Source: an optimization exercise on an open RTL-to-GDS flow (aim: small area, a short achievable clock period and few clock cycles per item). Production flows keep margins and buffers that such runs may drop.
Power figures rest on the tool's default switching activity, not on a simulated workload.

tundra:
## decode_pipe_top
module decode_pipe_top (
    input  wire             clk,
    input  wire             reset,
    input  wire             in_valid,
    output logic            in_ready,
    input  wire [taurus_decode_pkg::xlen-1:0]  in_pc,
    input  wire [31:0]      in_inst,
    output logic            out_valid,
    input  wire             out_ready,
    output logic [taurus_decode_pkg::xlen-1:0] out_pc,
    output taurus_decode_pkg::inst_fmt_e       out_fmt,
    output logic [4:0]      out_rd,
    output logic [taurus_decode_pkg::xlen-1:0] out_imm,
    output logic [taurus_decode_pkg::xlen-1:0] out_target
);
    logic [2:0]  in_cls, s_cls, q_cls;
    logic        in_use_imm, s_use_imm;
    logic [4:0]  s_isel, q_isel;
    logic [63:0] s_pc;
    logic [31:7] s_inst, q_inst;
    logic [31:1] s_tlo, q_tlo;
    logic        s_inc, s_dec, s_lui, q_inc, q_dec, q_lui;
    logic [2:0]  s_op;      
    logic [2:0]  s_sel;
    logic [31:1] s_base, s_addend;
    decode_stage u_decode (
        .in_inst (in_inst),
        .out_cls     (in_cls),
        .out_use_imm (in_use_imm)
    );
    target_sel_stage u_target_sel (
        .op5     (s_op[2]),
        .op3     (s_op[1]),
        .op2     (s_op[0]),
        .out_sel (s_sel)
    );
    target_operand_stage u_operand (
        .in_sel     (s_sel),
        .in_pc      (s_pc[31:1]),
        .inst       (s_inst),
        .out_base   (s_base),
        .out_addend (s_addend)
    );
    target_calc_stage u_target_calc (
        .in_cls        (s_cls),
        .in_use_imm    (s_use_imm),
        .in_base       (s_base),
        .in_addend     (s_addend),
        .in_pc         (s_pc[31:1]),
        .inst31        (s_inst[31]),
        .out_target_lo (s_tlo),
        .out_inc       (s_inc),
        .out_dec       (s_dec),
        .out_lui       (s_lui)
    );
    imm_sel_stage u_imm_sel (
        .in_cls  (s_cls),
        .out_sel (s_isel)
    );
    common_bypass_buffer #(
        .width      (taurus_decode_pkg::entry_w),
        .main_width (taurus_decode_pkg::record_w)
    ) u_buffer (
        .clk        (clk),
        .reset      (reset),
        .prev_data  ({in_pc, in_inst[31:7], in_cls, in_use_imm, in_inst[5], in_inst[3:2]}),
        .prev_valid (in_valid),
  ...
Size in the first run: roughly 1800 cells after synthesis, ~230 flip-flops.
Settings: LEC_CHECK=0, ABC_AREA=1, CAP_MARGIN=20, CORE_MARGIN=2, CORE_UTILIZATION=65, CTS_CLUSTER_DIAMETER=100, CTS_CLUSTER_SIZE=25, SETUP_SLACK_MARGIN=2.0, SLEW_MARGIN=20; clock period 5.5 ns.
standard.sh (not shown) runs the stock make flow with config.mk's settings and CLKGATE_MAP_FILE= SYNTH_SCRIPT=/design/flow/synth_recipe.tcl, a recipe that flattens the netlist after the stock synthesis.
==> flow/flow/run.sh <==
#!/bin/bash
# The standard layout (standard.sh) with four changes:
#  - the port buffers are the smallest buffer cell (buf_1), resized later as
#    timing needs;
#  - full adders are left to ABC instead of being extracted into adder cells;
#  - the upper-half and lower-half target logic are mapped on their own, so
#    that ABC keeps their depth short;
#  - the slow stacked AND/OR cells are kept out of mapping and resizing, on
#    top of the platform's own don't-use list.
# Each tool's full output is in the ORFS logs under orfs/logs; make's own
# output is in standard.log.
PLATFORM_DONT_USE="sky130_fd_sc_hd__probe_p_8 sky130_fd_sc_hd__probec_p_8 sky130_fd_sc_hd__lpflow_bleeder_1 sky130_fd_sc_hd__lpflow_clkbufkapwr_1 sky130_fd_sc_hd__lpflow_clkbufkapwr_16 sky130_fd_sc_hd__lpflow_clkbufkapwr_2 sky130_fd_sc_hd__lpflow_clkbufkapwr_4 sky130_fd_sc_hd__lpflow_clkbufkapwr_8 sky130_fd_sc_hd__lpflow_clkinvkapwr_1 sky130_fd_sc_hd__lpflow_clkinvkapwr_16 sky130_fd_sc_hd__lpflow_clkinvkapwr_2 sky130_fd_sc_hd__lpflow_clkinvkapwr_4 sky130_fd_sc_hd__lpflow_clkinvkapwr_8 sky130_fd_sc_hd__lpflow_decapkapwr_12 sky130_fd_sc_hd__lpflow_decapkapwr_3 sky130_fd_sc_hd__lpflow_decapkapwr_4 sky130_fd_sc_hd__lpflow_decapkapwr_6 sky130_fd_sc_hd__lpflow_decapkapwr_8 sky130_fd_sc_hd__lpflow_inputiso0n_1 sky130_fd_sc_hd__lpflow_inputiso0p_1 sky130_fd_sc_hd__lpflow_inputiso1n_1 sky130_fd_sc_hd__lpflow_inputiso1p_1 sky130_fd_sc_hd__lpflow_inputisolatch_1 sky130_fd_sc_hd__lpflow_isobufsrc_1 sky130_fd_sc_hd__lpflow_isobufsrc_16 sky130_fd_sc_hd__lpflow_isobufsrc_2 sky130_fd_sc_hd__lpflow_isobufsrc_4 sky130_fd_sc_hd__lpflow_isobufsrc_8 sky130_fd_sc_hd__lpflow_isobufsrckapwr_16 sky130_fd_sc_hd__lpflow_lsbuf_lh_hl_isowell_tap_1 sky130_fd_sc_hd__lpflow_lsbuf_lh_hl_isowell_tap_2 sky130_fd_sc_hd__lpflow_lsbuf_lh_hl_isowell_tap_4 sky130_fd_sc_hd__lpflow_lsbuf_lh_isowell_4 sky130_fd_sc_hd__lpflow_lsbuf_lh_isowell_tap_1 sky130_fd_sc_hd__lpflow_lsbuf_lh_isowell_tap_2 sky130_fd_sc_hd__lpflow_lsbuf_lh_isowell_tap_4"
SLOW=""
for c in a2111o a311o a32o a41o and4 and4b and4bb o2111a o311a o32a o41a or3 or3b or4 or4b or4bb maj3; do
  for n in 1 2 4; do SLOW="$SLOW sky130_fd_sc_hd__${c}_$n"; done
done
bash standard.sh BUFFER_PORTS_ARGS="-buffer_cell sky130_fd_sc_hd__buf_1" ADDER_MAP_FILE= \
  DONT_USE_CELLS="$PLATFORM_DONT_USE$SLOW" SYNTH_KEEP_MODULES="target_hi_stage target_calc_stage" finish > standard.log 2>&1
For zinc, these inputs were changed with respect to tundra:
Settings: a change of SETUP_SLACK_MARGIN from 2.0 to 1.8.
[summary]
The final reports for zinc and tundra show slew of the pin with the lowest slew margin higher in the former.
Against tundra, total power in zinc came out better.
zinc — share of the cycle needed by the critical path after routing 3.2 points higher, tundra as reference
Function was not checked in any run of this note: the RTL went through the layout flow alone.

---

## trial 28
decode_pipe_top, a different RTL version from the one above (not shown whole).
Size: about 1200 cells after synthesis, roughly 300 I/O pins, roughly 12000 µm² of cells after synthesis.
==> flow/config.mk <==
export PLATFORM = sky130hd
export DESIGN_NAME = decode_pipe_top
export DESIGN_NICKNAME = decode_pipe_top
export VERILOG_FILES = /design/flow/design.v
export SDC_FILE = /design/flow/constraint.sdc
export NUM_CORES = 4
export LEC_CHECK = 0
export CAP_MARGIN = 20
export CORE_MARGIN = 2
export CORE_UTILIZATION = 40
export SETUP_SLACK_MARGIN = 1.0
export SLEW_MARGIN = 20
==> flow/constraint.sdc <==
create_clock -name core_clock -period 5.5 [get_ports {clk}]
set_input_delay 1.1000 -clock core_clock [delete_from_list [all_inputs] [get_ports {clk}]]
set_output_delay 1.1000 -clock core_clock [all_outputs]
set_load 0.01 [all_outputs]
==> flow/flow/run.sh <==
#!/bin/bash
# The standard layout (standard.sh) with three changes:
#  - the port buffers are the smallest buffer cell (buf_1), resized later as
#    timing needs;
#  - full adders are left to ABC instead of being extracted into adder cells;
#  - the upper-half and lower-half target logic are mapped on their own, so
#    that ABC keeps their depth short;
#  - the slow stacked AND/OR cells are kept out of mapping and resizing, on
#    top of the platform's own don't-use list.
# Each tool's full output is in the ORFS logs under orfs/logs; make's own
# output is in standard.log.
PLATFORM_DONT_USE="sky130_fd_sc_hd__probe_p_8 sky130_fd_sc_hd__probec_p_8 sky130_fd_sc_hd__lpflow_bleeder_1 sky130_fd_sc_hd__lpflow_clkbufkapwr_1 sky130_fd_sc_hd__lpflow_clkbufkapwr_16 sky130_fd_sc_hd__lpflow_clkbufkapwr_2 sky130_fd_sc_hd__lpflow_clkbufkapwr_4 sky130_fd_sc_hd__lpflow_clkbufkapwr_8 sky130_fd_sc_hd__lpflow_clkinvkapwr_1 sky130_fd_sc_hd__lpflow_clkinvkapwr_16 sky130_fd_sc_hd__lpflow_clkinvkapwr_2 sky130_fd_sc_hd__lpflow_clkinvkapwr_4 sky130_fd_sc_hd__lpflow_clkinvkapwr_8 sky130_fd_sc_hd__lpflow_decapkapwr_12 sky130_fd_sc_hd__lpflow_decapkapwr_3 sky130_fd_sc_hd__lpflow_decapkapwr_4 sky130_fd_sc_hd__lpflow_decapkapwr_6 sky130_fd_sc_hd__lpflow_decapkapwr_8 sky130_fd_sc_hd__lpflow_inputiso0n_1 sky130_fd_sc_hd__lpflow_inputiso0p_1 sky130_fd_sc_hd__lpflow_inputiso1n_1 sky130_fd_sc_hd__lpflow_inputiso1p_1 sky130_fd_sc_hd__lpflow_inputisolatch_1 sky130_fd_sc_hd__lpflow_isobufsrc_1 sky130_fd_sc_hd__lpflow_isobufsrc_16 sky130_fd_sc_hd__lpflow_isobufsrc_2 sky130_fd_sc_hd__lpflow_isobufsrc_4 sky130_fd_sc_hd__lpflow_isobufsrc_8 sky130_fd_sc_hd__lpflow_isobufsrckapwr_16 sky130_fd_sc_hd__lpflow_lsbuf_lh_hl_isowell_tap_1 sky130_fd_sc_hd__lpflow_lsbuf_lh_hl_isowell_tap_2 sky130_fd_sc_hd__lpflow_lsbuf_lh_hl_isowell_tap_4 sky130_fd_sc_hd__lpflow_lsbuf_lh_isowell_4 sky130_fd_sc_hd__lpflow_lsbuf_lh_isowell_tap_1 sky130_fd_sc_hd__lpflow_lsbuf_lh_isowell_tap_2 sky130_fd_sc_hd__lpflow_lsbuf_lh_isowell_tap_4"
SLOW=""
for c in a2111o a311o a32o a41o and4 and4b and4bb o2111a o311a o32a o41a or3 or3b or4 or4b or4bb maj3; do
  for n in 1 2 4; do SLOW="$SLOW sky130_fd_sc_hd__${c}_$n"; done
done
bash standard.sh BUFFER_PORTS_ARGS="-buffer_cell sky130_fd_sc_hd__buf_1" ADDER_MAP_FILE= \
  DONT_USE_CELLS="$PLATFORM_DONT_USE$SLOW" SYNTH_KEEP_MODULES="target_hi_stage target_calc_stage" finish > standard.log 2>&1
The flow did not stop early for trial 28: all stages ran, and the layout cleared the timing, design-rule and antenna checks.
[inputs] build 41 vs trial 28
# trial 28
export LEC_CHECK = 0
export CAP_MARGIN = 20
export CORE_MARGIN = 2
export CORE_UTILIZATION = 40
export SETUP_SLACK_MARGIN = 1.0
export SLEW_MARGIN = 20
create_clock -name core_clock -period 5.5 [get_ports {clk}]
# build 41
export LEC_CHECK = 0
export CAP_MARGIN = 20
export CORE_MARGIN = 2
export CORE_UTILIZATION = 40
export SETUP_SLACK_MARGIN = 1.5
export SLEW_MARGIN = 20
create_clock -name core_clock -period 5.5 [get_ports {clk}]
Notes after the runs:
- On build 41: final critical-path required period is 0.33 ns lower than what trial 28 gave.
- Build 41 vs. trial 28: wire length went up by 4.3%.
- Compared with trial 28, build 41 shows overall power after layout that has gone down slightly.
- Build 41 vs. trial 28: utilization went up by 1.7 points.
- In the reports for trial 28 and build 41, the smaller clock-buffer cell count belongs to trial 28.
Function was not checked in any run of this note: the RTL went through the layout flow alone.

---

decode_pipe_top, a different RTL version from the one above (not shown whole).
For scale: about 230 flip-flops.
==> flow/design.v (excerpt) <==
module decode_pipe_top (
    input  wire             clk,
    input  wire             reset,
    input  wire             in_valid,
    output logic            in_ready,
    input  wire [taurus_decode_pkg::xlen-1:0]  in_pc,
    input  wire [31:0]      in_inst,
    output logic            out_valid,
    input  wire             out_ready,
    output logic [taurus_decode_pkg::xlen-1:0] out_pc,
    output taurus_decode_pkg::inst_fmt_e       out_fmt,
    output logic [4:0]      out_rd,
    output logic [taurus_decode_pkg::xlen-1:0] out_imm,
    output logic [taurus_decode_pkg::xlen-1:0] out_target
);
    logic [2:0]  in_cls, s_cls, q_cls;
    logic [63:0] s_pc;
    logic [31:7] s_inst, q_inst;
    logic [31:1] s_tlo, q_tlo;
    logic        s_step, s_lui, q_step, q_lui;
    logic [5:0]  s_len, q_len;
    logic [2:0]  s_op;      
    logic [2:0]  s_sel;
    logic [31:1] s_base, s_addend;
    decode_stage u_decode (
        .in_inst (in_inst),
        .out_cls (in_cls)
    );
    target_sel_stage u_target_sel (
        .op5     (s_op[2]),
        .op3     (s_op[1]),
        .op2     (s_op[0]),
        .out_sel (s_sel)
    );
    target_operand_stage u_operand (
        .in_sel     (s_sel),
        .in_pc      (s_pc[31:1]),
        .inst       (s_inst),
        .out_base   (s_base),
        .out_addend (s_addend)
    );
    target_calc_stage u_target_calc (
        .in_cls        (s_cls),
        .in_base       (s_base),
        .in_addend     (s_addend),
        .in_pc         (s_pc[63:1]),
        .inst31        (s_inst[31]),
        .out_target_lo (s_tlo),
        .out_step      (s_step),
        .out_len       (s_len),
        .out_lui       (s_lui)
    );
    common_bypass_buffer #(
        .width      (taurus_decode_pkg::entry_w),
        .main_width (taurus_decode_pkg::record_w)
    ) u_buffer (
        .clk        (clk),
        .reset      (reset),
        .prev_data  ({in_pc, in_inst[31:7], in_cls, in_inst[5], in_inst[3:2]}),
        .prev_valid (in_valid),
        .prev_ready (in_ready),
        .sel_data   ({s_pc, s_inst, s_cls, s_op}),
        .main_data  ({s_pc, s_inst, s_cls, s_tlo, s_step, s_len, s_lui}),
        .next_data  ({out_pc, q_inst, q_cls, q_tlo, q_step, q_len, q_lui}),
        .next_valid (out_valid),
        .next_ready (out_ready)
    );
    imm_gen_stage u_imm_gen (
        .in_cls  (q_cls),
  ...
==> flow/config.mk <==
export PLATFORM = sky130hd
export DESIGN_NAME = decode_pipe_top
export DESIGN_NICKNAME = decode_pipe_top
export VERILOG_FILES = /design/flow/design.v
export SDC_FILE = /design/flow/constraint.sdc
export NUM_CORES = 4
export LEC_CHECK = 0
export ABC_AREA = 1
export CAP_MARGIN = 20
export CORE_MARGIN = 2
export CORE_UTILIZATION = 65
export CTS_CLUSTER_DIAMETER = 100
export CTS_CLUSTER_SIZE = 25
export SETUP_SLACK_MARGIN = 1.8
export SLEW_MARGIN = 20
==> flow/constraint.sdc <==
create_clock -name core_clock -period 5.5 [get_ports {clk}]
set_input_delay 1.1000 -clock core_clock [delete_from_list [all_inputs] [get_ports {clk}]]
set_output_delay 1.1000 -clock core_clock [all_outputs]
set_load 0.01 [all_outputs]
==> flow/flow/run.sh <==
#!/bin/bash
# The standard layout (standard.sh) with four changes:
#  - the port buffers are the smallest buffer cell (buf_1), resized later as
#    timing needs;
#  - full adders are left to ABC instead of being extracted into adder cells;
#  - the upper-half and lower-half target logic are mapped on their own, so
#    that ABC keeps their depth short;
#  - the slow stacked AND/OR cells are kept out of mapping and resizing, on
#    top of the platform's own don't-use list.
# Each tool's full output is in the ORFS logs under orfs/logs; make's own
# output is in standard.log.
PLATFORM_DONT_USE="sky130_fd_sc_hd__probe_p_8 sky130_fd_sc_hd__probec_p_8 sky130_fd_sc_hd__lpflow_bleeder_1 sky130_fd_sc_hd__lpflow_clkbufkapwr_1 sky130_fd_sc_hd__lpflow_clkbufkapwr_16 sky130_fd_sc_hd__lpflow_clkbufkapwr_2 sky130_fd_sc_hd__lpflow_clkbufkapwr_4 sky130_fd_sc_hd__lpflow_clkbufkapwr_8 sky130_fd_sc_hd__lpflow_clkinvkapwr_1 sky130_fd_sc_hd__lpflow_clkinvkapwr_16 sky130_fd_sc_hd__lpflow_clkinvkapwr_2 sky130_fd_sc_hd__lpflow_clkinvkapwr_4 sky130_fd_sc_hd__lpflow_clkinvkapwr_8 sky130_fd_sc_hd__lpflow_decapkapwr_12 sky130_fd_sc_hd__lpflow_decapkapwr_3 sky130_fd_sc_hd__lpflow_decapkapwr_4 sky130_fd_sc_hd__lpflow_decapkapwr_6 sky130_fd_sc_hd__lpflow_decapkapwr_8 sky130_fd_sc_hd__lpflow_inputiso0n_1 sky130_fd_sc_hd__lpflow_inputiso0p_1 sky130_fd_sc_hd__lpflow_inputiso1n_1 sky130_fd_sc_hd__lpflow_inputiso1p_1 sky130_fd_sc_hd__lpflow_inputisolatch_1 sky130_fd_sc_hd__lpflow_isobufsrc_1 sky130_fd_sc_hd__lpflow_isobufsrc_16 sky130_fd_sc_hd__lpflow_isobufsrc_2 sky130_fd_sc_hd__lpflow_isobufsrc_4 sky130_fd_sc_hd__lpflow_isobufsrc_8 sky130_fd_sc_hd__lpflow_isobufsrckapwr_16 sky130_fd_sc_hd__lpflow_lsbuf_lh_hl_isowell_tap_1 sky130_fd_sc_hd__lpflow_lsbuf_lh_hl_isowell_tap_2 sky130_fd_sc_hd__lpflow_lsbuf_lh_hl_isowell_tap_4 sky130_fd_sc_hd__lpflow_lsbuf_lh_isowell_4 sky130_fd_sc_hd__lpflow_lsbuf_lh_isowell_tap_1 sky130_fd_sc_hd__lpflow_lsbuf_lh_isowell_tap_2 sky130_fd_sc_hd__lpflow_lsbuf_lh_isowell_tap_4"
SLOW=""
for c in a2111o a311o a32o a41o and4 and4b and4bb o2111a o311a o32a o41a or3 or3b or4 or4b or4bb maj3; do
  for n in 1 2 4; do SLOW="$SLOW sky130_fd_sc_hd__${c}_$n"; done
done
bash standard.sh BUFFER_PORTS_ARGS="-buffer_cell sky130_fd_sc_hd__buf_1" ADDER_MAP_FILE= \
  DONT_USE_CELLS="$PLATFORM_DONT_USE$SLOW" SYNTH_KEEP_MODULES="target_hi_stage target_calc_stage" finish > standard.log 2>&1
Then changed:
SETUP_SLACK_MARGIN = 2.1   (was 1.8)
Effect: Critical path depth rises by 8; setup slack got worse by 0.056 ns; register-to-register slack gets better by 0.16 ns.
Function was not checked in any run of this note: the RTL went through the layout flow alone.

[re-timing with driven ports]
In the flow no input, the clock included, has a driving cell. The finished layouts below were timed again as built, in two steps.
Step 1 assumes that a clkbuf_16 drives the clock port and a buf_2 every other input.
Step 2 adds t to the input delays and takes it off the output delays; t is the mean of the earliest and latest rising clock arrival at the registers after step 1. Input paths then give back, and output paths get back, about the clock's delay inside the block.
Slacks: ideal ports / drivers / drivers and shift; pairs: ideal ports / drivers.
run	t, ns	setup WS [ns]	hold slack, ns
tundra	0.530	2.122 / 2.074 / 1.708	0.457 / 0.457 / 0.457
zinc	0.528	1.943 / 1.896 / 1.589	0.457 / 0.457 / 0.457
trial 28	0.576	1.300 / 1.251 / 0.782	0.469 / 0.469 / 0.469
build 41	0.577	1.629 / 1.579 / 1.078	0.470 / 0.470 / 0.470
the first run of note 3	0.524	1.468 / 1.456 / 0.932	0.470 / 0.470 / 0.470
the second run of note 3	0.522	1.412 / 1.392 / 0.870	0.482 / 0.482 / 0.482
After both steps every run listed still meets setup and hold. For build 41, which loses most, drivers alone change the setup slack by -0.050 ns; drivers and shift together by -0.551 ns.
